Background: an optimization exercise with open tools, aiming at a short achievable clock period and few clock cycles. Do not read the settings as production practice.
The RTL was checked by simulation tests, not by an equivalence proof against the original design.
Power is estimated from default activity; no workload was simulated.

[flow/design.v]
`default_nettype none
package cpuPkg;
  localparam int DataWidth = 16;
  localparam int MemAddrWidth = 8;
  localparam int RegCount = 4;
  localparam int RegIdxWidth = $clog2(RegCount);
  localparam int AxiAddrWidth = 12;
  localparam int AxiDataWidth = 32;
  typedef enum logic [5:0] {
    opBra = 6'd0,
    opBne = 6'd1,
    opBeq = 6'd2,
    opLsl = 6'd7,
    opLsr = 6'd8,
    opNot = 6'd14,
    opMovl = 6'd17,
    opLd = 6'd18,
    opSt = 6'd19,
    opAdd = 6'd21,
    opSub = 6'd23,
    opAnd = 6'd27,
    opOrr = 6'd28,
    opXor = 6'd29,
    opHlt = 6'd63
  } opcode_t;
  typedef enum logic [2:0] {
    aluAdd, aluSub, aluAnd, aluOrr, aluXor, aluNot, aluLsl, aluLsr
  } aluOp_t;
  typedef enum logic [1:0] {
    wbAlu, wbImm, wbMemLow, wbMemHigh
  } wbSource_t;
  typedef enum logic [2:0] {
    stIdle, stFetchLow, stFetchHigh, stExecLow, stExecHigh, stHalted
  } seqState_t;
  typedef struct packed {
    logic zero;
    logic negative;
    logic carry;
  } aluFlags_t;
  typedef struct packed {
    logic regWrite;
    logic [RegIdxWidth-1:0] regDest;
    wbSource_t wbSource;
    aluOp_t aluOp;
    logic [RegIdxWidth-1:0] srcA;
    logic [RegIdxWidth-1:0] srcB;
    logic flagUpdate;
  } controlWord_t;
  typedef struct packed {
    logic write;
    logic [MemAddrWidth-1:0] addr;
    logic [DataWidth-1:0] storeWord;
    logic highByte;
  } coreMemReq_t;
  typedef struct packed {
    logic write;
    logic [MemAddrWidth-1:0] addr;
    logic [7:0] wrByte;
  } hostMemReq_t;
  typedef struct packed {
    logic [AxiAddrWidth-1:0] awaddr;
    logic awvalid;
    logic [AxiDataWidth-1:0] wdata;
    logic [AxiDataWidth/8-1:0] wstrb;
    logic wvalid;
    logic bready;
    logic [AxiAddrWidth-1:0] araddr;
    logic arvalid;
    logic rready;
  } axiLiteReq_t;
  typedef struct packed {
    logic awready;
    logic wready;
    logic bvalid;
    logic [1:0] bresp;
    logic arready;
    logic rvalid;
    logic [AxiDataWidth-1:0] rdata;
    logic [1:0] rresp;
  } axiLiteRsp_t;
  typedef logic [RegCount*DataWidth-1:0] regView_t;
endpackage
`default_nettype wire
`timescale 1ns/1ps
`default_nettype none
import cpuPkg::*;
module aluUnit (
  input  wire logic Clock,
  input  wire logic rstN,
  input  wire cpuPkg::controlWord_t ctrl,
  input  wire logic [cpuPkg::DataWidth-1:0] operandA,
  input  wire logic [cpuPkg::DataWidth-1:0] operandB,
  output logic [cpuPkg::DataWidth-1:0] result,
  output cpuPkg::aluFlags_t flags
);
  logic carryOut;
  always_comb begin
    result = '0;
    carryOut = 1'b0;
    case (ctrl.aluOp)
      aluAdd: {carryOut, result} = {1'b0, operandA} + {1'b0, operandB};
      aluSub: {carryOut, result} = {1'b0, operandA} + {1'b0, ~operandB} + 1'b1;
      aluAnd: result = operandA & operandB;
      aluOrr: result = operandA | operandB;
      aluXor: result = operandA ^ operandB;
      aluNot: result = ~operandA;
      aluLsl: {carryOut, result} = {operandA, 1'b0};
      aluLsr: {result, carryOut} = {1'b0, operandA};
      default: begin
      end
    endcase
  end
  always_ff @(posedge Clock) begin
    if (!rstN) begin
      flags <= '0;
    end else if (ctrl.flagUpdate) begin
      flags.zero <= result == '0;
      flags.negative <= result[DataWidth-1];
      flags.carry <= carryOut;
    end
  end
endmodule
`default_nettype wire
`timescale 1ns/1ps
`default_nettype none
import cpuPkg::*;
module byteMemory (
  input  wire logic Clock,
  input  wire cpuPkg::coreMemReq_t coreMem,
  input  wire cpuPkg::hostMemReq_t hostMem,
  input  wire logic [cpuPkg::MemAddrWidth-1:0] hostRdAddr,
  output logic [7:0] coreRdData,
  output logic [7:0] hostRdData
);
  logic [7:0] mem [2**MemAddrWidth];
  assign coreRdData = mem[coreMem.addr];
  assign hostRdData = mem[hostRdAddr];
  always_ff @(posedge Clock) begin
    if (coreMem.write) begin
      mem[coreMem.addr] <= coreMem.highByte ? coreMem.storeWord[15:8] : coreMem.storeWord[7:0];
    end else if (hostMem.write) begin
      mem[hostMem.addr] <= hostMem.wrByte;
    end
  end
endmodule
`default_nettype wire
`timescale 1ns/1ps
`default_nettype none
import cpuPkg::*;
module registerFile (
  input  wire logic Clock,
  input  wire logic rstN,
  input  wire cpuPkg::controlWord_t ctrl,
  input  wire logic [cpuPkg::DataWidth-1:0] aluResult,
  input  wire logic [7:0] rdByte,
  output logic [cpuPkg::DataWidth-1:0] operandA,
  output logic [cpuPkg::DataWidth-1:0] operandB,
  output cpuPkg::regView_t regView
);
  logic [DataWidth-1:0] regs [RegCount];
  logic [DataWidth-1:0] destValue;
  logic [DataWidth-1:0] wbData;
  assign destValue = regs[ctrl.regDest];
  assign operandA = regs[ctrl.srcA];
  assign operandB = regs[ctrl.srcB];
  always_comb begin
    for (int i = 0; i < RegCount; i++) begin
      regView[DataWidth*i +: DataWidth] = regs[i];
    end
  end
  always_comb begin
    case (ctrl.wbSource)
      wbImm: wbData = {8'h00, rdByte};
      wbMemLow: wbData = {destValue[15:8], rdByte};
      wbMemHigh: wbData = {rdByte, destValue[7:0]};
      default: wbData = aluResult;
    endcase
  end
  always_ff @(posedge Clock) begin
    if (!rstN) begin
      for (int i = 0; i < RegCount; i++) begin
        regs[i] <= '0;
      end
    end else if (ctrl.regWrite) begin
      regs[ctrl.regDest] <= wbData;
    end
  end
endmodule
`default_nettype wire
`timescale 1ns/1ps
`default_nettype none
import cpuPkg::*;
module sequenceController (
  input  wire logic Clock,
  input  wire logic rstN,
  input  wire logic start,
  input  wire logic [7:0] rdByte,
  input  wire cpuPkg::aluFlags_t flags,
  output cpuPkg::controlWord_t ctrl,
  output cpuPkg::coreMemReq_t coreMem,
  output logic busy,
  output logic halted
);
  cpuPkg::seqState_t state;
  logic [MemAddrWidth-1:0] pc;
  logic [7:0] irLow;
  logic [7:0] irHigh;
  logic [DataWidth-1:0] ir;
  cpuPkg::opcode_t opcode;
  logic branchTaken;
  function automatic cpuPkg::aluOp_t toAluOp(input cpuPkg::opcode_t op);
    case (op)
      opSub: toAluOp = aluSub;
      opAnd: toAluOp = aluAnd;
      opOrr: toAluOp = aluOrr;
      opXor: toAluOp = aluXor;
      opNot: toAluOp = aluNot;
      opLsl: toAluOp = aluLsl;
      opLsr: toAluOp = aluLsr;
      default: toAluOp = aluAdd;
    endcase
  endfunction
  assign ir = {irHigh, irLow};
  assign opcode = cpuPkg::opcode_t'(ir[15:10]);
  assign busy = !(state == stIdle || state == stHalted);
  assign halted = state == stHalted;
  assign branchTaken = opcode == opBra
                    || (opcode == opBne && !flags.zero)
                    || (opcode == opBeq && flags.zero);
  always_comb begin
    ctrl = '0;
    coreMem = '0;
    coreMem.addr = pc;
    if (state == stExecLow) begin
      case (opcode)
        opMovl: begin
          coreMem.addr = pc - 8'd2;
          ctrl.regWrite = 1'b1;
          ctrl.regDest = ir[9:8];
          ctrl.wbSource = wbImm;
        end
        opLd: begin
          coreMem.addr = ir[7:0];
          ctrl.regWrite = 1'b1;
          ctrl.regDest = ir[9:8];
          ctrl.wbSource = wbMemLow;
        end
        opSt: begin
          coreMem.write = 1'b1;
          coreMem.addr = ir[7:0];
          ctrl.srcA = ir[9:8];
        end
        opAdd, opSub, opAnd, opOrr, opXor, opNot, opLsl, opLsr: begin
          ctrl.regWrite = 1'b1;
          ctrl.regDest = ir[7:6];
          ctrl.wbSource = wbAlu;
          ctrl.aluOp = toAluOp(opcode);
          ctrl.srcA = ir[4:3];
          ctrl.srcB = ir[1:0];
          ctrl.flagUpdate = ir[9];
        end
        default: begin
        end
      endcase
    end else if (state == stExecHigh) begin
      coreMem.addr = ir[7:0] + 8'd1;
      if (opcode == opLd) begin
        ctrl.regWrite = 1'b1;
        ctrl.regDest = ir[9:8];
        ctrl.wbSource = wbMemHigh;
      end else begin
        coreMem.write = 1'b1;
        coreMem.highByte = 1'b1;
        ctrl.srcA = ir[9:8];
      end
    end
  end
  always_ff @(posedge Clock) begin
    if (!rstN) begin
      state <= stIdle;
      pc <= '0;
    end else begin
      case (state)
        stIdle, stHalted: begin
          if (start) begin
            pc <= '0;
            state <= stFetchLow;
          end
        end
        stFetchLow: begin
          pc <= pc + 8'd1;
          state <= stFetchHigh;
        end
        stFetchHigh: begin
          pc <= pc + 8'd1;
          state <= stExecLow;
        end
        stExecLow: begin
          if (opcode == opLd || opcode == opSt) begin
            state <= stExecHigh;
          end else if (opcode == opHlt) begin
            state <= stHalted;
          end else begin
            state <= stFetchLow;
          end
          if (branchTaken) begin
            pc <= ir[7:0];
          end
        end
        stExecHigh: state <= stFetchLow;
        default: state <= stIdle;
      endcase
    end
  end
  always_ff @(posedge Clock) begin
    if (state == stFetchLow) begin
      irLow <= rdByte;
    end
    if (state == stFetchHigh) begin
      irHigh <= rdByte;
    end
  end
endmodule
`default_nettype wire
`timescale 1ns/1ps
`default_nettype none
import cpuPkg::*;
module hostConfigRegs (
  input  wire logic Clock,
  input  wire logic rstN,
  input  wire cpuPkg::axiLiteReq_t axiReq,
  output cpuPkg::axiLiteRsp_t axiRsp,
  input  wire logic busy,
  input  wire logic halted,
  input  wire cpuPkg::aluFlags_t flags,
  input  wire cpuPkg::regView_t regView,
  input  wire logic [7:0] hostRdData,
  output logic start,
  output cpuPkg::hostMemReq_t hostMem
);
  localparam logic [1:0] RespOkay = 2'b00;
  localparam logic [1:0] RespSlvErr = 2'b10;
  logic wrAccept;
  logic rdAccept;
  logic bValid;
  logic rValid;
  logic [1:0] bResp;
  logic [1:0] rResp;
  logic [AxiDataWidth-1:0] rData;
  logic wrReq;
  logic rdReq;
  logic wrIsCtrl;
  logic wrIsMem;
  logic startBit;
  logic wrErr;
  logic rdErr;
  logic [AxiDataWidth-1:0] rdValue;
  assign wrReq = axiReq.awvalid && axiReq.wvalid && !wrAccept && !bValid;
  assign rdReq = axiReq.arvalid && !rdAccept && !rValid && !wrReq;
  assign wrIsCtrl = axiReq.awaddr == 12'h000;
  assign wrIsMem = axiReq.awaddr[11:8] == 4'h1;
  assign startBit = axiReq.wdata[0] && axiReq.wstrb[0];
  assign wrErr = !(wrIsCtrl || wrIsMem) || (busy && (wrIsMem || startBit));
  assign start = wrAccept && wrIsCtrl && startBit && !busy;
  assign hostMem.write = wrAccept && wrIsMem && axiReq.wstrb[0] && !busy;
  assign hostMem.addr = wrAccept ? axiReq.awaddr[7:0] : axiReq.araddr[7:0];
  assign hostMem.wrByte = axiReq.wdata[7:0];
  always_comb begin
    rdErr = 1'b0;
    rdValue = '0;
    if (axiReq.araddr == 12'h004) begin
      rdValue = {25'd0, flags.carry, flags.negative, flags.zero, 2'b00, halted, busy};
    end else if (axiReq.araddr[11:4] == 8'h01 && axiReq.araddr[1:0] == 2'b00) begin
      case (axiReq.araddr[3:2])
        2'd0: rdValue = {16'h0000, regView[15:0]};
        2'd1: rdValue = {16'h0000, regView[31:16]};
        2'd2: rdValue = {16'h0000, regView[47:32]};
        default: rdValue = {16'h0000, regView[63:48]};
      endcase
    end else if (axiReq.araddr[11:8] == 4'h1) begin
      rdValue = {24'd0, hostRdData};
    end else begin
      rdErr = 1'b1;
    end
  end
  always_ff @(posedge Clock) begin
    if (!rstN) begin
      wrAccept <= 1'b0;
      rdAccept <= 1'b0;
      bValid <= 1'b0;
      rValid <= 1'b0;
      bResp <= RespOkay;
      rResp <= RespOkay;
    end else begin
      wrAccept <= wrReq;
      rdAccept <= rdReq;
      if (wrAccept) begin
        bValid <= 1'b1;
        bResp <= wrErr ? RespSlvErr : RespOkay;
      end else if (bValid && axiReq.bready) begin
        bValid <= 1'b0;
      end
      if (rdAccept) begin
        rValid <= 1'b1;
        rResp <= rdErr ? RespSlvErr : RespOkay;
      end else if (rValid && axiReq.rready) begin
        rValid <= 1'b0;
      end
    end
  end
  always_ff @(posedge Clock) begin
    if (rdAccept) begin
      rData <= rdValue;
    end
  end
  assign axiRsp.awready = wrAccept;
  assign axiRsp.wready = wrAccept;
  assign axiRsp.bvalid = bValid;
  assign axiRsp.bresp = bResp;
  assign axiRsp.arready = rdAccept;
  assign axiRsp.rvalid = rValid;
  assign axiRsp.rdata = rData;
  assign axiRsp.rresp = rResp;
endmodule
`default_nettype wire
`timescale 1ns/1ps
`default_nettype none
import cpuPkg::*;
module cpuTop (
  input  wire logic Clock,
  input  wire logic rstN,
  input  wire cpuPkg::axiLiteReq_t axiReq,
  output cpuPkg::axiLiteRsp_t axiRsp
);
  logic start;
  logic busy;
  logic halted;
  cpuPkg::aluFlags_t flags;
  cpuPkg::regView_t regView;
  cpuPkg::controlWord_t ctrl;
  cpuPkg::coreMemReq_t ctrlMem;
  cpuPkg::coreMemReq_t coreMem;
  cpuPkg::hostMemReq_t hostMem;
  logic [7:0] coreRdData;
  logic [7:0] hostRdData;
  logic [DataWidth-1:0] operandA;
  logic [DataWidth-1:0] operandB;
  logic [DataWidth-1:0] aluResult;
  assign coreMem.write = ctrlMem.write;
  assign coreMem.addr = ctrlMem.addr;
  assign coreMem.storeWord = operandA;
  assign coreMem.highByte = ctrlMem.highByte;
  hostConfigRegs u_hostConfigRegs (
    .Clock(Clock),
    .rstN(rstN),
    .axiReq(axiReq),
    .axiRsp(axiRsp),
    .busy(busy),
    .halted(halted),
    .flags(flags),
    .regView(regView),
    .hostRdData(hostRdData),
    .start(start),
    .hostMem(hostMem)
  );
  sequenceController u_sequenceController (
    .Clock(Clock),
    .rstN(rstN),
    .start(start),
    .rdByte(coreRdData),
    .flags(flags),
    .ctrl(ctrl),
    .coreMem(ctrlMem),
    .busy(busy),
    .halted(halted)
  );
  registerFile u_registerFile (
    .Clock(Clock),
    .rstN(rstN),
    .ctrl(ctrl),
    .aluResult(aluResult),
    .rdByte(coreRdData),
    .operandA(operandA),
    .operandB(operandB),
    .regView(regView)
  );
  aluUnit u_aluUnit (
    .Clock(Clock),
    .rstN(rstN),
    .ctrl(ctrl),
    .operandA(operandA),
    .operandB(operandB),
    .result(aluResult),
    .flags(flags)
  );
  byteMemory u_byteMemory (
    .Clock(Clock),
    .coreMem(coreMem),
    .hostMem(hostMem),
    .hostRdAddr(hostMem.addr),
    .coreRdData(coreRdData),
    .hostRdData(hostRdData)
  );
endmodule
`default_nettype wire
`timescale 1ns/1ps
`default_nettype none
import cpuPkg::*;
module cpuTopFlat (
  input  wire logic        Clock,
  input  wire logic        rstN,
  input  wire logic [11:0] s_awaddr,
  input  wire logic        s_awvalid,
  output logic             s_awready,
  input  wire logic [31:0] s_wdata,
  input  wire logic [3:0]  s_wstrb,
  input  wire logic        s_wvalid,
  output logic             s_wready,
  output logic             s_bvalid,
  output logic [1:0]       s_bresp,
  input  wire logic        s_bready,
  input  wire logic [11:0] s_araddr,
  input  wire logic        s_arvalid,
  output logic             s_arready,
  output logic             s_rvalid,
  output logic [31:0]      s_rdata,
  output logic [1:0]       s_rresp,
  input  wire logic        s_rready
);
  cpuPkg::axiLiteReq_t axiReq;
  cpuPkg::axiLiteRsp_t axiRsp;
  assign axiReq.awaddr = s_awaddr;
  assign axiReq.awvalid = s_awvalid;
  assign axiReq.wdata = s_wdata;
  assign axiReq.wstrb = s_wstrb;
  assign axiReq.wvalid = s_wvalid;
  assign axiReq.bready = s_bready;
  assign axiReq.araddr = s_araddr;
  assign axiReq.arvalid = s_arvalid;
  assign axiReq.rready = s_rready;
  assign s_awready = axiRsp.awready;
  assign s_wready = axiRsp.wready;
  assign s_bvalid = axiRsp.bvalid;
  assign s_bresp = axiRsp.bresp;
  assign s_arready = axiRsp.arready;
  assign s_rvalid = axiRsp.rvalid;
  assign s_rdata = axiRsp.rdata;
  assign s_rresp = axiRsp.rresp;
  cpuTop u_cpuTop (
    .Clock(Clock),
    .rstN(rstN),
    .axiReq(axiReq),
    .axiRsp(axiRsp)
  );
endmodule
`default_nettype wire
[flow/run.sh]
#!/bin/bash
# synth_recipe.tcl (not shown) runs the flow's synth.tcl, then flattens the netlist and writes it again
# the make line also repeats each setting of config.mk as NAME=value (left out here)
make -C /OpenROAD-flow-scripts/flow DESIGN_CONFIG=/design/flow/config.mk WORK_HOME=/design/flow/orfs CLKGATE_MAP_FILE= SYNTH_SCRIPT=/design/flow/synth_recipe.tcl finish
[flow/config.mk]
export PLATFORM = sky130hd
export DESIGN_NAME = cpuTopFlat
export DESIGN_NICKNAME = cpuTopFlat
export VERILOG_FILES = /design/flow/design.v
export SDC_FILE = /design/flow/constraint.sdc
export NUM_CORES = 4
export LEC_CHECK = 0
export CAP_MARGIN = 20
export CORE_MARGIN = 2
export CORE_UTILIZATION = 40
export SLEW_MARGIN = 20
[flow/constraint.sdc]
create_clock -name core_clock -period 10.0 [get_ports {Clock}]
set_input_delay 2.0000 -clock core_clock [delete_from_list [all_inputs] [get_ports {Clock}]]
set_output_delay 2.0000 -clock core_clock [all_outputs]
set_load 0.01 [all_outputs]
==> results.py <==
metrics = {
    "sta": {
        "rsz0062_at_grt": "false",
        "drv_slew": 0,
        "setup_viol": 0,
        "skew_ps": 62.3,
        "fin_crit_ps": 7840,
        "hold_viol": 0,
        "fmaxAchievable_ghz": 0.127,
        "worst_pin_slew_ps": 1250,
        "relSlewSlack": 0.162,
        "period_share": 0.784,
    },
    "setup_path": {
        "critPathMaxStageDelay_ps": 930,
        "crit_end": "u_cpuTop.u_registerFile.regs[1][2]",
        "crit_slowest_cell": "nor4bb_1",
        "reg2reg_from": "u_cpuTop.u_sequenceController.irHigh[6]",
        "critPathMaxFanout": 57,
        "worstSetupPathType": "register to register",
        "crit_path_start": "u_cpuTop.u_sequenceController.irHigh[6]",
        "reg2reg_depth": 12,
        "cp.required_ps": 10760,
        "reg2reg_to": "u_cpuTop.u_registerFile.regs[1][2]",
        "crit_arrival_ps": 8610,
        "reg2reg_slack_ps": 2160,
        "end_kind": "register",
        "startpoint_type": "register",
        "cp_cell_sequence": "or4b_1 -> o311ai_4 -> nand3_4 -> buf_12 -> buf_4 -> a311oi_1 -> o21ai_0 -> a41o_1 -> nor4bb_1 -> nand4b_1 -> o22ai_1 -> and2_1",
    },
    "synth": {
        "muxShareOfSynthArea": 0.117,
        "synth_commonest_cells": "2441 x nand2_1, 2144 x edfxtp_1, 857 x nand3_1",
        "synthDistinctLibCells": 104,
        "yosys.area_share.adder": 0.00581,
        "ys_ff_latch": 2164,
        "post_synth.cell_area_avg_um2": 11.8,
        "synthCells": 9315,
        "yosysSeqAreaShare": 0.587,
        "ys.flop_type": "edfxtp_1",
        "synth_edf_count": 2144,
        "netlist_area_um2": 110000,
        "async_flop_share": 0,
        "yosys.area_share.simple": 0.164,
        "synth.yosys.warnings": 5,
        "synth_xor_area_frac": 0.00183,
        "synth_top_area_cell": "edfxtp_1",
        "synth_area_leaders": "edfxtp_1 58%, mux4_2 11%, nand2_1 8.3%, nand3_1 3.9%, a311oi_1 2.0%",
        "yosys.cell_count.top_type": "nand2_1",
        "synth_top_family_by_area": "simple AND/OR/NAND/NOR gates",
        "synth_top_area_frac": 0.583,
        "synth_compound_area_frac": 0.0885,
    },
    "route": {
        "post_drt_wl_per_cell_um": 33.6,
        "drc": 0,
        "drt_wl_total_mm": 437,
        "drt_iter0_drc": 14900,
        "drt_pre_antenna_iters": 13,
        "num_vias": 86700,
        "ant_nets": 0,
        "viasPerCell": 6.67,
    },
    "placed_design": {
        "routabilityCongestion": 0.976,
        "port_buffers": 62,
        "dp_hpwl_mm": 278,
        "dp_cells": 12600,
    },
    "global_routing": {
        "grt_pass1_vias": 80300,
        "track_usage": 0.303,
        "overflow": 0,
        "grt_antenna_before_repair": 28,
        "grt_max_degree": 194,
        "grt_pass1_wl_mm": 610,
    },
    "clock_tree": {
        "numCtsBuffers": 236,
        "h-tree-depth": 4,
        "postCtsHoldBufs": 0,
        "cts_setup_buffers": 0,
        "root_buffer": "clkbuf_16",
        "cts.sinks": 2164,
        "cts_buffer_depth": 4,
        "ctsResizeCount": 0,
        "cts_tree": "yes",
        "clkTransAtPathRegs_ps": 60,
        "clock_latency_ps": 900,
    },
    "min_path": {
        "hp-class": "register to register",
    },
    "power_and_ir_drop": {
        "combPwrFrac": 0.200,
        "intPower_mw": 16.3,
        "p_leak_nw": 41.1,
        "switching_share": 0.305,
        "peakVddDrop_v": 0.000163,
        "power_density_nw_per_um2": 191,
        "pwr-share-seq": 0.428,
        "net-switching-power_mw": 7.15,
        "pwr-share-clk": 0.372,
    },
    "die": {
        "core_um2": 274000,
        "die_area_um2": 280000,
        "fp.dieW_um": 529,
        "die_h_um": 529,
        "num_io_pins": 108,
        "fp-row-count": 192,
        "initial_core_util": 0.403,
    },
    "final_layout": {
        "regArea_um2": 64800,
        "fin_util": 0.448,
        "area_growth_pct": 11.3,
        "fin_nets": 9225,
        "drive_gt1_frac": 0.134,
        "fillers": 24500,
        "instances_no_fill": 13000,
        "multi_input_area_um2": 42200,
    },
    "outcome": {
        "status": "no timing/DRC/antenna violations",
    },
    "flow_run": {
        "maxCapViolCount": 0,
    },
}
[registers in the layout (all words and copies together) (netlist names), 3 cells and up]
register                              flops
u_cpuTop.u_aluUnit.flags                  3
u_cpuTop.u_registerFile.regs             64
u_cpuTop.u_sequenceController.pc          8
u_cpuTop.u_sequenceController.irLow       8
u_cpuTop.u_sequenceController.irHigh      8
u_cpuTop.u_sequenceController.state       3
u_cpuTop.u_byteMemory.mem              2048
u_cpuTop.u_hostConfigRegs.rData          16
[power groups by stage]
stage               logic [mW]  registers, mW  clock network (mW)
global route              4.82           10.0                9.05
CTS                       4.48           10.0                8.72
detailed placement        4.47           10.2                   0
floorplan                 2.77           10.2                   0
finish                    4.68           10.0                8.72
global placement          4.44           10.2                   0
[stage by stage]
step                      setup TNS (ps)  cell area, um2  power, mW  setup WS, ps  hold WS (ps)
after floorplan                 -2564870          110000       13.0         -1430           477
after global placement                 0          115000       14.6          2590           435
after detailed placement               0          115000       14.7          2480           447
final                                  0          123000       23.4          2160           450
after global routing                   0          123000       23.9          1790           471
after CTS                              0          123000       23.2          2490           456
[critical path: cells and delay by family, from the launching register on]
family          cells  cell delay [ps]
compound gates      5             2510
flops               1              700
buf+inv             2              770
simple gates        5             3640
[metal layers]
metal | part of all wire | track usage | up-vias
met4 | 0.065 | 0.171 | 30
met2 | 0.43 | 0.442 | 6925
met5 | 0.00078 | 0.00398 | -
met1 | 0.36 | 0.396 | 43400
li1 | - | - | 35100
met3 | 0.15 | 0.102 | 1269
[area by class of cell]
cell class | count | share of cell area
repair buffers | 332 | 0.0263
well taps | 3686 | 0.0376
clock inverters | 143 | 0.0114
inverters | 123 | 0.00376
multi-input cells | 6251 | 0.343
flip-flops and latches | 2164 | 0.528
clock buffers | 279 | 0.0494
diodes | 22 | 0.000448
[logic make-up (layout without fill, tap and decap cells)]
family | after synthesis | after routing
AND/OR/NAND/NOR | 4187 | 4187
flip-flops | 2164 | 2164
AO/OA/AOI/OAI | 1348 | 1348
buffers and inverters | 917 | 877
multiplexers | 625 | 625
adder cells (fa/ha/maj) | 50 | 50
XOR/XNOR | 23 | 23
other | 1 | 40
[layout by cell type, fill, tap and decap left out, types with 21 or more instances in the layout]
cell type,Yosys,routed
a211oi_1,134,134
a21oi_1,209,200
a221oi_1,74,74
a311oi_1,251,248
a31oi_1,245,243
and3_1,256,254
buf_12,0,43
buf_4,42,222
bufinv_16,0,26
clkbuf_1,355,43
clkbuf_16,0,236
clkdlybuf4s50_1,0,62
clkinv_1,1,53
clkinv_2,0,44
diode_2,0,22
edfxtp_1,2144,2144
ha_1,48,48
inv_1,120,120
mux2i_1,87,80
mux4_2,528,528
nand2_1,2441,2424
nand3_1,857,855
nand4_1,31,31
nor2_1,408,399
nor3_1,46,43
nor4_1,30,27
o211ai_1,26,26
o21ai_0,93,92
o22ai_1,67,67
o2bb2ai_1,21,21
[worst min-delay path by stage]
stage | from | endpoint | cells after the start
2_1_floorplan | u_cpuTop.u_aluUnit.flags[2] | u_cpuTop.u_aluUnit.flags[2] | 2
3_3_place_gp | u_cpuTop.u_hostConfigRegs.rValid | u_cpuTop.u_hostConfigRegs.rdAccept | 1
3_5_place_dp | u_cpuTop.u_hostConfigRegs.rValid | u_cpuTop.u_hostConfigRegs.rdAccept | 1
4_1_cts | u_cpuTop.u_hostConfigRegs.rValid | u_cpuTop.u_hostConfigRegs.rdAccept | 1
5_1_grt | u_cpuTop.u_hostConfigRegs.rValid | u_cpuTop.u_hostConfigRegs.rdAccept | 1
6_report | u_cpuTop.u_hostConfigRegs.rValid | u_cpuTop.u_hostConfigRegs.rdAccept | 1
Testbench counts, summed over its fixed seeds: cycles 33,171.

[static timing again, ports no longer ideal]
The flow's constraints put no driver on any port. The routed layout listed below was extracted and timed again, unchanged, in two steps.
Step 1 (the two cells are an assumption about what drives the block):
set clk [get_ports {Clock}]
set_driving_cell -lib_cell sky130_fd_sc_hd__clkbuf_16 $clk
set_driving_cell -lib_cell sky130_fd_sc_hd__buf_2 [delete_from_list [all_inputs] $clk]
Step 2 moves the port delays by t, midway between the first and last clock arrival at a register: inputs arrive t later, outputs are due t later. That takes back most of the time a late clock gives input paths.
a / b / c = ideal / step 1 / step 2; a / b = the first two.
shift t [ns]: 0.977
slack for setup (ns): 2.157 / 2.157 / 2.157
hold WS [ns]: 0.450 / 0.450 / 0.450
worst data-port slew with drivers (ns): 0.07
pins driven straight from the clock port: 1
After both steps this run still meets setup and hold. For this run, drivers alone change the setup slack by 0.000 ns; drivers and shift together by 0.000 ns.
